Background: an optimization exercise with open tools, aiming at small area. Do not read the settings as production practice.
Function was checked by simulation only, so behaviour that the tests miss may differ from the original.

`config.mk`:
```
export PLATFORM = sky130hd
export DESIGN_NAME = mc_datapath_hs
export DESIGN_NICKNAME = mc_datapath_hs
export VERILOG_FILES = /design/flow/design.v
export SDC_FILE = /design/flow/constraint.sdc
export NUM_CORES = 4
export LEC_CHECK = 0
export CAP_MARGIN = 20
export CORE_MARGIN = 2
export CORE_UTILIZATION = 40
export SLEW_MARGIN = 20
```
`constraint.sdc`:
```
create_clock -name core_clock -period 8.5 [get_ports {clk}]
set_input_delay 1.7000 -clock core_clock [delete_from_list [all_inputs] [get_ports {clk}]]
set_output_delay 1.7000 -clock core_clock [all_outputs]
set_load 0.01 [all_outputs]
```
`design.v`:
```
package mc_dp_pkg;
  localparam logic [3:0] ALU_ADD  = 4'd0;
  localparam logic [3:0] ALU_SUB  = 4'd1;
  localparam logic [3:0] ALU_AND  = 4'd2;
  localparam logic [3:0] ALU_OR   = 4'd3;
  localparam logic [3:0] ALU_XOR  = 4'd4;
  localparam logic [3:0] ALU_NOR  = 4'd5;
  localparam logic [3:0] ALU_SLT  = 4'd6;
  localparam logic [3:0] ALU_SLTU = 4'd7;
  localparam logic [3:0] ALU_SLL  = 4'd8;
  localparam logic [3:0] ALU_SRL  = 4'd9;
  localparam logic [3:0] ALU_SRA  = 4'd10;
  localparam logic [1:0] NPC_PC4 = 2'b00;
  localparam logic [1:0] NPC_BR  = 2'b01;
  localparam logic [1:0] NPC_J   = 2'b10;
  localparam logic [1:0] NPC_JR  = 2'b11;
  localparam logic [1:0] EXT_ZERO = 2'b00;
  localparam logic [1:0] EXT_SIGN = 2'b01;
  localparam logic [1:0] EXT_LUI  = 2'b10;
  localparam logic [1:0] D_ALU = 2'b00;
  localparam logic [1:0] D_MDR = 2'b01;
  localparam logic [1:0] D_PC  = 2'b10;
  localparam logic [1:0] R_RT   = 2'b00;
  localparam logic [1:0] R_RD   = 2'b01;
  localparam logic [1:0] R_LINK = 2'b10;
  typedef enum logic [1:0] {
    MS_IDLE = 2'd0,
    MS_REQ  = 2'd1,
    MS_DONE = 2'd2
  } mem_state_t;
  localparam int OP_HI    = 31;
  localparam int OP_LO    = 26;
  localparam int RS_LO    = 21;
  localparam int RT_LO    = 16;
  localparam int RD_LO    = 11;
  localparam int SH_HI    = 10;
  localparam int SH_LO    = 6;
  localparam int FUNCT_HI = 5;
  localparam int FUNCT_LO = 0;
  localparam int IMM_HI   = 15;
  localparam int IMM_LO   = 0;
  localparam int JT_HI    = 25;
  typedef struct packed {
    logic [5:0] op;
    logic [4:0] rs;
    logic [4:0] rt;
    logic [15:0] imm;
  } itype_t;
endpackage
import mc_dp_pkg::*;
module mc_dp_alu
#(
  parameter int XLEN = 32,
  parameter int SHW  = $clog2(XLEN)
) (
  input  logic [3:0]      op,
  input  logic [XLEN-1:0] a,
  input  logic [XLEN-1:0] b,
  input  logic [SHW-1:0]  shamt,
  output logic [XLEN-1:0] y,
  output logic            zero
);
  logic            sub, cout, lt, ltu, fill, left;
  logic [XLEN-1:0] bx, sum, sin, sr, srev;
  assign sub = (op == ALU_SUB) || (op == ALU_SLT) || (op == ALU_SLTU);
  assign bx  = b ^ {XLEN{sub}};
  assign {cout, sum} = {1'b0, a} + {1'b0, bx} + (XLEN+1)'(sub);
  assign ltu = !cout;
  assign lt  = (a[XLEN-1] ^ b[XLEN-1]) ? a[XLEN-1] : sum[XLEN-1];
  assign left = (op == ALU_SLL);
  assign fill = (op == ALU_SRA) && b[XLEN-1];
  always_comb begin
    for (int i = 0; i < XLEN; i++) sin[i] = left ? b[XLEN-1-i] : b[i];
  end
  assign sr = $signed({fill, sin}) >>> shamt;
  always_comb begin
    for (int i = 0; i < XLEN; i++) srev[i] = sr[XLEN-1-i];
  end
  always_comb begin
    y = '0;
    case (op)
      ALU_ADD, ALU_SUB: y = sum;
      ALU_AND:  y = a & b;
      ALU_OR:   y = a | b;
      ALU_XOR:  y = a ^ b;
      ALU_NOR:  y = ~(a | b);
      ALU_SLT:  y = {{(XLEN-1){1'b0}}, lt};
      ALU_SLTU: y = {{(XLEN-1){1'b0}}, ltu};
      ALU_SLL:  y = srev;
      ALU_SRL, ALU_SRA: y = sr;
      default:  y = '0;
    endcase
  end
  assign zero = (y == '0);
endmodule
module mc_dp_rf #(
  parameter int XLEN = 32,
  parameter int NREG = 32,
  parameter int AW   = $clog2(NREG)
) (
  input  logic            clk,
  input  logic            rst,
  input  logic            clr,
  input  logic            we,
  input  logic [AW-1:0]   waddr,
  input  logic [XLEN-1:0] wdata,
  input  logic [AW-1:0]   raddr1,
  input  logic [AW-1:0]   raddr2,
  output logic [XLEN-1:0] rdata1,
  output logic [XLEN-1:0] rdata2
);
  logic [XLEN-1:0] wd;
  logic [NREG-1:0] wsel, rsel1, rsel2;
  logic [XLEN-1:0] q [NREG];
  assign wd = rst ? '0 : wdata;
  always_comb begin
    for (int i = 0; i < NREG; i++) begin
      wsel[i]  = rst | (we && (waddr == AW'(i)));
      rsel1[i] = !clr && (raddr1 == AW'(i));
      rsel2[i] = !clr && (raddr2 == AW'(i));
    end
  end
  assign q[0] = '0;
  for (genvar i = 1; i < NREG; i++) begin : g_reg
    logic [XLEN-1:0] r;
    always_ff @(posedge clk) begin
      if (wsel[i]) r <= wd;
    end
    assign q[i] = r;
  end
  always_comb begin
    rdata1 = '0;
    rdata2 = '0;
    for (int i = 1; i < NREG; i++) begin
      rdata1 = rdata1 | ({XLEN{rsel1[i]}} & q[i]);
      rdata2 = rdata2 | ({XLEN{rsel2[i]}} & q[i]);
    end
  end
endmodule
module mc_dp_memif
#(
  parameter int XLEN = 32
) (
  input  logic            clk,
  input  logic            rst,
  input  logic            rd,
  input  logic            wr,
  input  logic            src,
  input  logic [XLEN-1:0] pc,
  input  logic [XLEN-1:0] alu_out,
  input  logic [XLEN-1:0] store,
  input  logic            ack,
  input  logic [XLEN-1:0] rdata,
  output logic            req,
  output logic            we,
  output logic [XLEN-1:0] addr,
  output logic [XLEN-1:0] wdata,
  output logic            busy,
  output logic            done,
  output logic [XLEN-1:0] mdr
);
  logic            start, fin, ld_addr, ld_mdr;
  logic [XLEN-1:0] addr_d, wdata_d, mdr_d;
  assign start   = !busy && (rd || wr);
  assign fin     = req && ack;
  assign ld_addr = rst || start;
  assign ld_mdr  = rst || (fin && !we);
  assign addr_d  = rst ? '0 : (src ? alu_out : pc);
  assign wdata_d = rst ? '0 : store;
  assign mdr_d   = rst ? '0 : rdata;
  always_ff @(posedge clk) begin
    if (ld_addr) begin
      addr  <= addr_d;
      wdata <= wdata_d;
      we    <= !rst && wr;
    end
    if (ld_mdr) mdr <= mdr_d;
  end
  always_ff @(posedge clk) begin
    if (rst) begin
      req  <= 1'b0;
      busy <= 1'b0;
      done <= 1'b0;
    end else begin
      done <= fin;
      if (start)     req <= 1'b1;
      else if (ack)  req <= 1'b0;
      if (start)     busy <= 1'b1;
      else if (done) busy <= 1'b0;
    end
  end
endmodule
import mc_dp_pkg::*;
module mc_datapath_hs
#(
  parameter int          XLEN     = 32,
  parameter int          NREG     = 32,
  parameter logic [31:0] PC_RESET = 32'h0000_3000
) (
  input  logic            clk,
  input  logic            rst,
  input  logic            pc_wr,
  input  logic            ir_wr,
  input  logic            rf_wr,
  input  logic [1:0]      npc_op,
  input  logic [3:0]      alu_op,
  input  logic [1:0]      ext_op,
  input  logic            b_sel,
  input  logic [1:0]      d_sel,
  input  logic [1:0]      r_sel,
  input  logic            mem_rd,
  input  logic            mem_wr,
  input  logic            mem_src,
  output logic            mem_req_o,
  output logic            mem_we_o,
  output logic [XLEN-1:0] mem_addr_o,
  output logic [XLEN-1:0] mem_wdata_o,
  input  logic            mem_ack_i,
  input  logic [XLEN-1:0] mem_rdata_i,
  output logic            mem_busy,
  output logic            mem_done,
  output logic [5:0]      op,
  output logic [5:0]      funct,
  output logic            zero,
  output logic [XLEN-1:0] pc_o
);
  localparam int AW  = $clog2(NREG);
  localparam int SHW = $clog2(XLEN);
  logic [XLEN-1:0] pc_q, a_q, b_q, alu_out_q;
  logic [31:0]     ir_q;
  logic [XLEN-1:0] mdr;
  logic [XLEN-1:0] npc, pc_plus4, imm_ext, br_off, pc_d, ir_d, alu_d;
  logic [XLEN-1:0] alu_b, alu_y;
  logic [XLEN-1:0] rf_rd1, rf_rd2, rf_wdata;
  logic [AW-1:0]   rf_waddr;
  logic [15:0]     imm16;
  assign imm16 = ir_q[IMM_HI:IMM_LO];
  assign op    = ir_q[OP_HI:OP_LO];
  assign funct = ir_q[FUNCT_HI:FUNCT_LO];
  assign pc_o  = pc_q;
  always_comb begin
    case (ext_op)
      EXT_SIGN: imm_ext = XLEN'($signed(imm16));
      EXT_LUI:  imm_ext = {imm16, 16'h0000};
      default:  imm_ext = XLEN'(imm16);
    endcase
  end
  assign pc_plus4 = {pc_q[XLEN-1:2] + 30'd1, pc_q[1:0]};
  assign br_off   = XLEN'($signed({imm16, 2'b00}));
  always_comb begin
    case (npc_op)
      NPC_BR:  npc = pc_plus4 + br_off;
      NPC_J:   npc = {pc_q[XLEN-1:28], ir_q[JT_HI:0], 2'b00};
      NPC_JR:  npc = a_q;
      default: npc = pc_plus4;
    endcase
  end
  always_comb begin
    case (r_sel)
      R_RD:    rf_waddr = ir_q[RD_LO +: AW];
      R_LINK:  rf_waddr = AW'(NREG - 1);
      default: rf_waddr = ir_q[RT_LO +: AW];
    endcase
  end
  always_comb begin
    case (d_sel)
      D_MDR:   rf_wdata = mdr;
      D_PC:    rf_wdata = pc_q;
      default: rf_wdata = alu_out_q;
    endcase
  end
  assign alu_b = b_sel ? imm_ext : b_q;
  mc_dp_rf #(
    .XLEN (XLEN),
    .NREG (NREG)
  ) u_rf (
    .clk    (clk),
    .rst    (rst),
    .clr    (rst),
    .we     (rf_wr),
    .waddr  (rf_waddr),
    .wdata  (rf_wdata),
    .raddr1 (ir_q[RS_LO +: AW]),
    .raddr2 (ir_q[RT_LO +: AW]),
    .rdata1 (rf_rd1),
    .rdata2 (rf_rd2)
  );
  mc_dp_alu #(
    .XLEN (XLEN)
  ) u_alu (
    .op    (alu_op),
    .a     (a_q),
    .b     (alu_b),
    .shamt (SHW'(ir_q[SH_HI:SH_LO])),
    .y     (alu_y),
    .zero  (zero)
  );
  mc_dp_memif #(
    .XLEN (XLEN)
  ) u_memif (
    .clk     (clk),
    .rst     (rst),
    .rd      (mem_rd),
    .wr      (mem_wr),
    .src     (mem_src),
    .pc      (pc_q),
    .alu_out (alu_out_q),
    .store   (b_q),
    .ack     (mem_ack_i),
    .rdata   (mem_rdata_i),
    .req     (mem_req_o),
    .we      (mem_we_o),
    .addr    (mem_addr_o),
    .wdata   (mem_wdata_o),
    .busy    (mem_busy),
    .done    (mem_done),
    .mdr     (mdr)
  );
  assign pc_d  = rst ? XLEN'(PC_RESET) : npc;
  assign ir_d  = rst ? '0 : mdr[31:0];
  assign alu_d = rst ? '0 : alu_y;
  always_ff @(posedge clk) begin
    if (rst || pc_wr) pc_q <= pc_d;
    if (rst || ir_wr) ir_q <= ir_d;
    a_q       <= rf_rd1;
    b_q       <= rf_rd2;
    alu_out_q <= alu_d;
  end
endmodule
```
`run.sh`:
```
#!/bin/bash
# synth_recipe.tcl (not shown) runs the flow's synth.tcl, then flattens the netlist and writes it again
# the make line also repeats each setting of config.mk as NAME=value (left out here)
make -C /OpenROAD-flow-scripts/flow DESIGN_CONFIG=/design/flow/config.mk WORK_HOME=/design/flow/orfs CLKGATE_MAP_FILE= SYNTH_SCRIPT=/design/flow/synth_recipe.tcl finish
```
==> run notes <==
==> state kept, by name, summed over array words and instances, names as in the netlist <==
name,count
u_memif.req,1
u_memif.done,1
u_memif.busy,1
alu_out_q,32
ir_q,32
u_memif.addr,32
b_q,32
a_q,32
u_memif.wdata,32
u_rf.g.r,992
u_memif.mdr,32
u_memif.we,1
pc_q,32
==> cells in the mapped netlist (all sizes together), types with 7 or more instances <==
| cell type | number | area, sq um |
|---|---|---|
| a21o | 24 | 180 |
| inv | 132 | 495 |
| a2111oi | 10 | 87.6 |
| o21a | 16 | 120 |
| a22oi | 645 | 4840 |
| mux2i | 92 | 921 |
| xor2 | 25 | 219 |
| o211a | 7 | 70.1 |
| a31oi | 15 | 93.8 |
| a222oi | 70 | 701 |
| nand4 | 56 | 350 |
| and2 | 23 | 144 |
| o2111ai | 8 | 70.1 |
| a22o | 165 | 1450 |
| mux2 | 17 | 191 |
| o22ai | 13 | 81.3 |
| a2bb2oi | 27 | 387 |
| and3 | 12 | 75.1 |
| a221oi | 205 | 1800 |
| o211ai | 22 | 165 |
| a221o | 11 | 110 |
| nand3 | 261 | 1310 |
| o21ai | 104 | 521 |
| nand2b | 26 | 165 |
| or4 | 64 | 484 |
| clkbuf | 266 | 998 |
| edfxtp | 1153 | 34600 |
| xnor2 | 72 | 631 |
| or3 | 18 | 113 |
| buf | 81 | 394 |
| nor4 | 10 | 75.1 |
| or2 | 10 | 62.6 |
| a211oi | 20 | 150 |
| o21bai | 8 | 60.1 |
| nand2 | 231 | 867 |
| nor2b | 98 | 613 |
| a21oi | 153 | 766 |
| mux4 | 38 | 856 |
| ha | 135 | 1690 |
| nor3 | 26 | 130 |
| dfxtp | 99 | 1980 |
| nor2 | 322 | 1220 |
==> critical path, stage by stage <==
cell	delay, ps
clkdlybuf4s50_1	510
buf_12	160
inv_2	70
buf_12	170
buf_4	210
a2bb2oi_4	190
buf_4	140
buf_4	100
mux2i_1	100
mux4_2	550
a22o_1	230
or4_4	570
a2111o_1	420
nor4_2	260
nand4_1	190
nor4_2	270
nand4_1	140
nor4_2	270
buf_4	160
clkbuf_2	130
==> report_power, final <==
group          internal (mW)  switching [mW]
Clock                   3.68            2.63
Combinational          0.978            1.71
Sequential              7.31           0.497
Total                   12.0            4.84
==> final cells by class <==
type,instances,share of cell area (%)
inverter,134,0.683
clock inverter,77,1.26
clock buffer,174,5.15
sequential,1252,49.7
multi-input combinational,3137,32.0
antenna,11,0.0374
timing repair buffer,685,7.71
tap,2030,3.45
==> worst paths after layout <==
kind	from	end	slack [ps]	depth (start not counted)
setup / recovery	b_sel	zero	240	20
hold / removal	u_memif.busy$_SDFFE_PP0P_	u_memif.busy$_SDFFE_PP0P_	490	2
setup reg to reg	pc_q[3]$_SDFFCE_PP0P_	pc_q[31]$_SDFFCE_PP0P_	3010	19
hold reg to reg	u_memif.busy$_SDFFE_PP0P_	u_memif.busy$_SDFFE_PP0P_	490	2
==> cells by family after synthesis <==
| logic type | count (synthesis) | share of synthesized area (%) |
|---|---|---|
| multiplexers | 147 | 3.23 |
| buffers and inverters | 481 | 3.11 |
| flip-flops | 1252 | 60.0 |
| AND/OR/NAND/NOR | 1185 | 9.61 |
| XOR/XNOR | 97 | 1.39 |
| AO/OA/AOI/OAI | 1571 | 19.8 |
| adder cells (fa/ha/maj) | 137 | 2.84 |
==> repair_timing <==
item / in CTS / in global routing
gates resized for setup: 49 / 31
buffers inserted: 4 / 6
hold endpoints to repair: 0 / 0
cloned: 0 / 1
pin swaps: 11 / 13
endpoints found under the setup margin: 1 / 1
==> metal layers <==
layer | GRT usage (%) | share of wire, % | up-vias
li1 | - | - | 20700
met1 | 47.8 | 34 | 26400
met2 | 54.1 | 40 | 5807
met3 | 17.7 | 17 | 1634
met4 | 25.3 | 8.8 | 24
met5 | 0.862 | 0.12 | -
==> stage by stage <==
step	cells	instance area, sq um
2_1_floorplan	4870	61000
3_3_place_gp	7226	68300
3_5_place_dp	7226	68300
4_1_cts	7481	73300
5_1_grt	7489	73600
6_report	7500	73700
==> out/metrics.cfg <==
[global_routing]
grt_use_total_pct=38.7
grt_pass1_wl_um=418000
grt_pass1_vias=50500
grt_max_degree=68
grt_antenna_before_repair=14
grt-ovfl-total=0

[run_status]
status=complete, no violations

[detailed_routing]
post_drt_wl_per_cell_um=41.7
via_per_inst=7.27
route.vias.total=54500
drt-total-wl_um=313000
drt_iter0_drc=13000
drc_errors=0
ant_nets=0
first_pass_iters=11

[synthesis]
synthCells=4870
syn_area_per_cell_sq_um=12.5
synth_seq_cells=1252
async_flop_share_pct=0
synth_edf_count=1153
synth_nets=5061
synth_area_sq_mm=0.0610
yosysUniqueCellTypes=85
synth-main-ff-cell=edfxtp_1
yosysWarnings=5
seq_area_frac_synth_pct=60.0

[sta]
max_freq_mhz=121
layout_min_cycle_time_ps=8260
max_slew_margin_pct=16.5
final_hold_viol_count=0
fin_setup_tns_ps=0
hold_ws_ps=494
final_max_slew_viol_count=0
worstMarginPinSlew_ps=1250
skew_ps=46.8
rsz0062_at_grt=false
setup_ws_ps=238
final-setup-viol-count=0
finalCritPeriodShare_pct=97.2

[clocking]
cts_made_buffers=136
clockBufferDepth=3
clock_latency_ps=810
clockRootBuffer=clkbuf_16
cts_max_level=4
cts_hold_buf=0
clkTransAtPathRegs_ps=70
cts.sinks=1252
cts_tree=yes

[critical_path]
critical_path_class=input port to output port
cp_max_fo=18
crit_arrival_ps=6560
required_ps=6800
timing.critical_path.from_type=input port
setup.worst_path.end_class=output port

[floorplanning]
dieArea_sq_mm=0.156
initial_core_util_pct=40.2
die_w_um=394
pin_count=167
core_sq_mm=0.152
fp.dieH_um=394
num_rows=143

[pwr]
power_mw=16.8
p_leak_nw=27.1
cellPowerDensity_mw_per_mm2=228
ir_worst_vdd_mv=0.193

[layout]
multi_input_area_sq_mm=0.0236
drive_gt1_share_pct=18.8
n_fill_cell=13400
synthToLayoutAreaGrowth_pct=20.8
finalNetCount=5537
final_cell_mix=edfxtp_1 (1153), a22oi_1 (645), buf_4 (507), nand3_1 (261), nor2_1 (234)
utilization_pct=48.6
layout_commonest_cell=edfxtp_1
seq_area_sq_mm=0.0366

[placement]
place_congestion=1.06
port_buffers=166
pre_cts_slack_ps=-495
dp_hpwl_um=184000

[hold_path]
hold_path_class=flop to flop

[job]
drv_cap=0

-- port drivers added, routing unchanged --
In the flow no input, the clock included, has a driving cell. The finished layout below was timed again as built, in two steps. Step 1 sets driving cells, clkbuf_16 on the clock port and buf_2 on the other inputs (assumed; they add their load-dependent delay and slew). Step 2 also shifts input and output timing later by t, the mid clock arrival at the registers, as if the neighbouring blocks saw the same clock. a / b / c = ideal ports / drivers / drivers and shift; a / b = the first two.
t, ns: 0.871
slack for setup (ns): 0.238 / 0.213 / 0.213
worst register clock-pin slew, ns: 0.07 / 0.07
pins driven straight from the clock port: 1
After both steps this run still meets setup and hold. The setup slack of this run moves by -0.025 ns with the drivers and by -0.025 ns with both steps.
